This is an optimization exercise on Yosys and OpenROAD, whose aim is small area and a short achievable clock period, not a production implementation.

run a:
Design pattern_driver_top, start of the top module:
module pattern_driver_top (
  input  logic                            user_clock2_i,
  input  logic                            reset_i,
  input  logic                            sclk_i,
  input  logic                            mosi_i,
  input  logic                            ss_n_i,
  input  logic                            control_trigger_i,
  input  logic                            latch_data_i,
  output logic [2*8-1:0]    driver_io_o,
  output logic                            update_cycle_complete_o
);
  localparam int MEM_LENGTH = 48;
  logic                          sclk_rise;
  logic                          mosi_s;
  logic                          ss_active;
  logic                          ss_rise;
  logic                          trigger_rise;
  logic                          latch_rise;
  logic                          frame_valid;
  logic [24-1:0]     frame_data;
  logic [8-1:0]    mem_we;
  pattern_driver_pkg::mem_addr_t mem_waddr;
  pattern_driver_pkg::entry_t    mem_wdata;
  logic [8-1:0]    invert_mask;
  ...
For scale: ~2200 cells after synthesis, ~24 I/O pins.
==> module update_sequencer, before the edit <==
module update_sequencer (
  input  logic                          user_clock2_i,
  input  logic                          reset_i,
  input  logic                          trigger_rise_i,
  output logic                          rd_en_o,
  output pattern_driver_pkg::mem_addr_t rd_addr_o,
  output logic                          update_cycle_complete_o
);
  localparam pattern_driver_pkg::mem_addr_t LAST_ADDR = 48 - 1;
  logic                          busy_q;
  pattern_driver_pkg::mem_addr_t addr_q;
  logic                          complete_q;
  logic                          last_step;
  logic                          start;
  assign last_step = busy_q && (addr_q == LAST_ADDR);
  assign start     = !busy_q && trigger_rise_i;
  always_ff @(posedge user_clock2_i) begin
    if (reset_i) begin
      busy_q     <= 1'b0;
      complete_q <= 1'b0;
    end else begin
      complete_q <= last_step;
      if (start) busy_q <= 1'b1;
      else if (last_step) busy_q <= 1'b0;
    end
  end
  always_ff @(posedge user_clock2_i) begin
    if (start) addr_q <= '0;
    else addr_q <= addr_q + 1'b1;
  end
  assign rd_en_o                 = busy_q;
  assign rd_addr_o               = addr_q;
  assign update_cycle_complete_o = complete_q;
endmodule
==> module driver_core, before the edit <==
module driver_core #(
  parameter int MEM_LENGTH = 48
) (
  input  logic                          user_clock2_i,
  input  logic                          reset_i,
  input  logic                          we_i,
  input  pattern_driver_pkg::mem_addr_t waddr_i,
  input  pattern_driver_pkg::entry_t    wdata_i,
  input  logic                          rd_en_i,
  input  pattern_driver_pkg::mem_addr_t rd_addr_i,
  input  logic                          invert_i,
  input  logic                          enable_next_i,
  output pattern_driver_pkg::entry_t    driver_io_o
);
  pattern_driver_pkg::entry_t mem [MEM_LENGTH];
  pattern_driver_pkg::entry_t out_q;
  pattern_driver_pkg::entry_t out_d;
  pattern_driver_pkg::entry_t pin_q;
  always_ff @(posedge user_clock2_i) begin
    if (we_i) begin
      mem[waddr_i] <= wdata_i;
    end
  end
  always_comb begin
    if (reset_i) out_d = '0;
    else if (rd_en_i) out_d = mem[rd_addr_i] ^ {2{invert_i}};
    else out_d = out_q;
  end
  always_ff @(posedge user_clock2_i) begin
    out_q <= out_d;
    pin_q <= enable_next_i ? out_d : '0;
  end
  assign driver_io_o = pin_q;
endmodule
==> module pattern_driver_top, before the edit <==
module pattern_driver_top (
  input  logic                            user_clock2_i,
  input  logic                            reset_i,
  input  logic                            sclk_i,
  input  logic                            mosi_i,
  input  logic                            ss_n_i,
  input  logic                            control_trigger_i,
  input  logic                            latch_data_i,
  output logic [2*8-1:0]    driver_io_o,
  output logic                            update_cycle_complete_o
);
  localparam int MEM_LENGTH = 48;
  logic                          sclk_rise;
  logic                          mosi_s;
  logic                          ss_active;
  logic                          ss_rise;
  logic                          trigger_rise;
  logic                          latch_rise;
  logic                          frame_valid;
  logic [24-1:0]     frame_data;
  logic [8-1:0]    mem_we;
  pattern_driver_pkg::mem_addr_t mem_waddr;
  pattern_driver_pkg::entry_t    mem_wdata;
  logic [8-1:0]    invert_mask;
  logic                          enable_next;
  logic                          rd_en;
  pattern_driver_pkg::mem_addr_t rd_addr;
  pin_sync pin_sync_i (
    .user_clock2_i     (user_clock2_i),
    .reset_i           (reset_i),
    .sclk_i            (sclk_i),
    .mosi_i            (mosi_i),
    .ss_n_i            (ss_n_i),
    .control_trigger_i (control_trigger_i),
    .latch_data_i      (latch_data_i),
    .sclk_rise_o       (sclk_rise),
    .mosi_o            (mosi_s),
    .ss_active_o       (ss_active),
    .ss_rise_o         (ss_rise),
    .trigger_rise_o    (trigger_rise),
    .latch_rise_o      (latch_rise)
  );
  spi_frame_rx spi_frame_rx_i (
    .user_clock2_i (user_clock2_i),
    .reset_i       (reset_i),
    .sclk_rise_i   (sclk_rise),
    .mosi_i        (mosi_s),
    .ss_active_i   (ss_active),
    .ss_rise_i     (ss_rise),
    .frame_valid_o (frame_valid),
    .frame_data_o  (frame_data)
  );
  command_decoder command_decoder_i (
    .user_clock2_i   (user_clock2_i),
    .reset_i         (reset_i),
    .frame_valid_i   (frame_valid),
    .frame_data_i    (frame_data),
    .latch_rise_i    (latch_rise),
    .mem_we_o        (mem_we),
    .mem_waddr_o     (mem_waddr),
    .mem_wdata_o     (mem_wdata),
    .invert_mask_o   (invert_mask),
    .enable_next_o   (enable_next)
  );
  update_sequencer update_sequencer_i (
    .user_clock2_i           (user_clock2_i),
    .reset_i                 (reset_i),
    .trigger_rise_i          (trigger_rise),
    .rd_en_o                 (rd_en),
    .rd_addr_o               (rd_addr),
    .update_cycle_complete_o (update_cycle_complete_o)
  );
  for (genvar n = 0; n < 8; n++) begin : gen_core
    driver_core #(
      .MEM_LENGTH (MEM_LENGTH)
    ) core_i (
      .user_clock2_i (user_clock2_i),
      .reset_i       (reset_i),
      .we_i          (mem_we[n]),
      .waddr_i       (mem_waddr),
      .wdata_i       (mem_wdata),
      .rd_en_i       (rd_en),
      .rd_addr_i     (rd_addr),
      .invert_i      (invert_mask[n]),
      .enable_next_i (enable_next),
      .driver_io_o   (driver_io_o[2*n +: 2])
    );
  end
endmodule
Settings: LEC_CHECK=0, CAP_MARGIN=20, CORE_MARGIN=2, CORE_UTILIZATION=55, PLACE_DENSITY=0.7, SLEW_MARGIN=20; clock period 5.0 ns.
run.sh (not shown) runs the stock make flow with config.mk's settings and CLKGATE_MAP_FILE= SYNTH_SCRIPT=/design/flow/synth_recipe.tcl, a recipe that flattens the netlist after the stock synthesis.
Inputs modified between run a and run b:
--- a/flow/design.v
+++ b/flow/design.v
@@ -171,33 +171,31 @@
   input  logic                          reset_i,
   input  logic                          trigger_rise_i,
   output logic                          rd_en_o,
-  output pattern_driver_pkg::mem_addr_t rd_addr_o,
+  output logic [48-1:0]     rd_sel_o,
   output logic                          update_cycle_complete_o
 );
-  localparam pattern_driver_pkg::mem_addr_t LAST_ADDR = 48 - 1;
-  logic                          busy_q;
-  pattern_driver_pkg::mem_addr_t addr_q;
-  logic                          complete_q;
-  logic                          last_step;
-  logic                          start;
-  assign last_step = busy_q && (addr_q == LAST_ADDR);
+  localparam int LAST = 48 - 1;
+  logic                      busy_q;
+  logic [48-1:0] sel_q;
+  logic                      complete_q;
+  logic                      last_step;
+  logic                      start;
+  assign last_step = busy_q && sel_q[LAST];
   assign start     = !busy_q && trigger_rise_i;
   always_ff @(posedge user_clock2_i) begin
     if (reset_i) begin
       busy_q     <= 1'b0;
       complete_q <= 1'b0;
+      sel_q      <= '0;
     end else begin
       complete_q <= last_step;
       if (start) busy_q <= 1'b1;
       else if (last_step) busy_q <= 1'b0;
+      sel_q <= {sel_q[LAST-1:0], start};
     end
   end
-  always_ff @(posedge user_clock2_i) begin
-    if (start) addr_q <= '0;
-    else addr_q <= addr_q + 1'b1;
-  end
   assign rd_en_o                 = busy_q;
-  assign rd_addr_o               = addr_q;
+  assign rd_sel_o                = sel_q;
   assign update_cycle_complete_o = complete_q;
 endmodule
 `timescale 1ns/1ps
@@ -210,7 +208,7 @@
   input  pattern_driver_pkg::mem_addr_t waddr_i,
   input  pattern_driver_pkg::entry_t    wdata_i,
   input  logic                          rd_en_i,
-  input  pattern_driver_pkg::mem_addr_t rd_addr_i,
+  input  logic [MEM_LENGTH-1:0]         rd_sel_i,
   input  logic                          invert_i,
   input  logic                          enable_next_i,
   output pattern_driver_pkg::entry_t    driver_io_o
@@ -219,14 +217,19 @@
   pattern_driver_pkg::entry_t out_q;
   pattern_driver_pkg::entry_t out_d;
   pattern_driver_pkg::entry_t pin_q;
+  pattern_driver_pkg::entry_t rd_data;
   always_ff @(posedge user_clock2_i) begin
-    if (we_i) begin
+    if (we_i && waddr_i < MEM_LENGTH) begin
       mem[waddr_i] <= wdata_i;
     end
   end
   always_comb begin
+    rd_data = '0;
+    for (int k = 0; k < MEM_LENGTH; k++) rd_data |= mem[k] & {2{rd_sel_i[k]}};
+  end
+  always_comb begin
     if (reset_i) out_d = '0;
-    else if (rd_en_i) out_d = mem[rd_addr_i] ^ {2{invert_i}};
+    else if (rd_en_i) out_d = rd_data ^ {2{invert_i}};
     else out_d = out_q;
   end
   always_ff @(posedge user_clock2_i) begin
@@ -262,7 +265,7 @@
   logic [8-1:0]    invert_mask;
   logic                          enable_next;
   logic                          rd_en;
-  pattern_driver_pkg::mem_addr_t rd_addr;
+  logic [MEM_LENGTH-1:0]         rd_sel;
   pin_sync pin_sync_i (
     .user_clock2_i     (user_clock2_i),
     .reset_i           (reset_i),
@@ -305,7 +308,7 @@
     .reset_i                 (reset_i),
     .trigger_rise_i          (trigger_rise),
     .rd_en_o                 (rd_en),
-    .rd_addr_o               (rd_addr),
+    .rd_sel_o                (rd_sel),
     .update_cycle_complete_o (update_cycle_complete_o)
   );
   for (genvar n = 0; n < 8; n++) begin : gen_core
@@ -318,7 +321,7 @@
       .waddr_i       (mem_waddr),
       .wdata_i       (mem_wdata),
       .rd_en_i       (rd_en),
-      .rd_addr_i     (rd_addr),
+      .rd_sel_i      (rd_sel),
       .invert_i      (invert_mask[n]),
       .enable_next_i (enable_next),
       .driver_io_o   (driver_io_o[2*n +: 2])
--- outcome ---
Run a has lower number of antenna violations at the first check in global routing than run b.
simple AND/OR/NAND/NOR gates as the combinational family with the most area after synthesis was reported by run b, and multiplexers by run a.
The lower global placer's final weighted congestion of run a and run b is in run a.
[diff] setup slack after layout, run b relative to run a: improvement
Compared with run a, run b shows highest clock rate that has gone up by more than 10%.
Relative to run a, setup slack on the worst flop-to-flop path increased by 0.45 ns in run b.
No run of this note included a check of the RTL's function; only the layout flow was run.

==> port drivers added, routing unchanged <==
How much do the figures lean on ideal ports? The routed layouts below were timed once more, with nothing changed but the port constraints.
Step 1: set_driving_cell puts a clkbuf_16 on user_clock2_i and a buf_2 on each other input, an assumption about the parent block.
Step 2 adds t to the input delays and takes it off the output delays; t is the mean of the earliest and latest rising clock arrival at the registers after step 1. Input paths then give back, and output paths get back, about the clock's delay inside the block.
Slacks: no drivers / after step 1 / after step 2; pairs: no drivers / after step 1.
| run | t, ns | slack for setup (ns) | worst setup path after step 2 | latest minus earliest clock arrival (ns) | pins driven straight from the clock port |
|---|---|---|---|---|---|
| run a | 0.699 | 1.738 / 1.738 / 1.738 | register to register | 0.039 / 0.038 | 1 |
| run b | 0.718 | 2.184 / 2.184 / 1.696 | input to register | 0.037 / 0.036 | 1 |
After both steps setup and hold are still met in every run listed. For run b, which loses most, drivers alone change the setup slack by 0.000 ns; drivers and shift together by -0.488 ns.
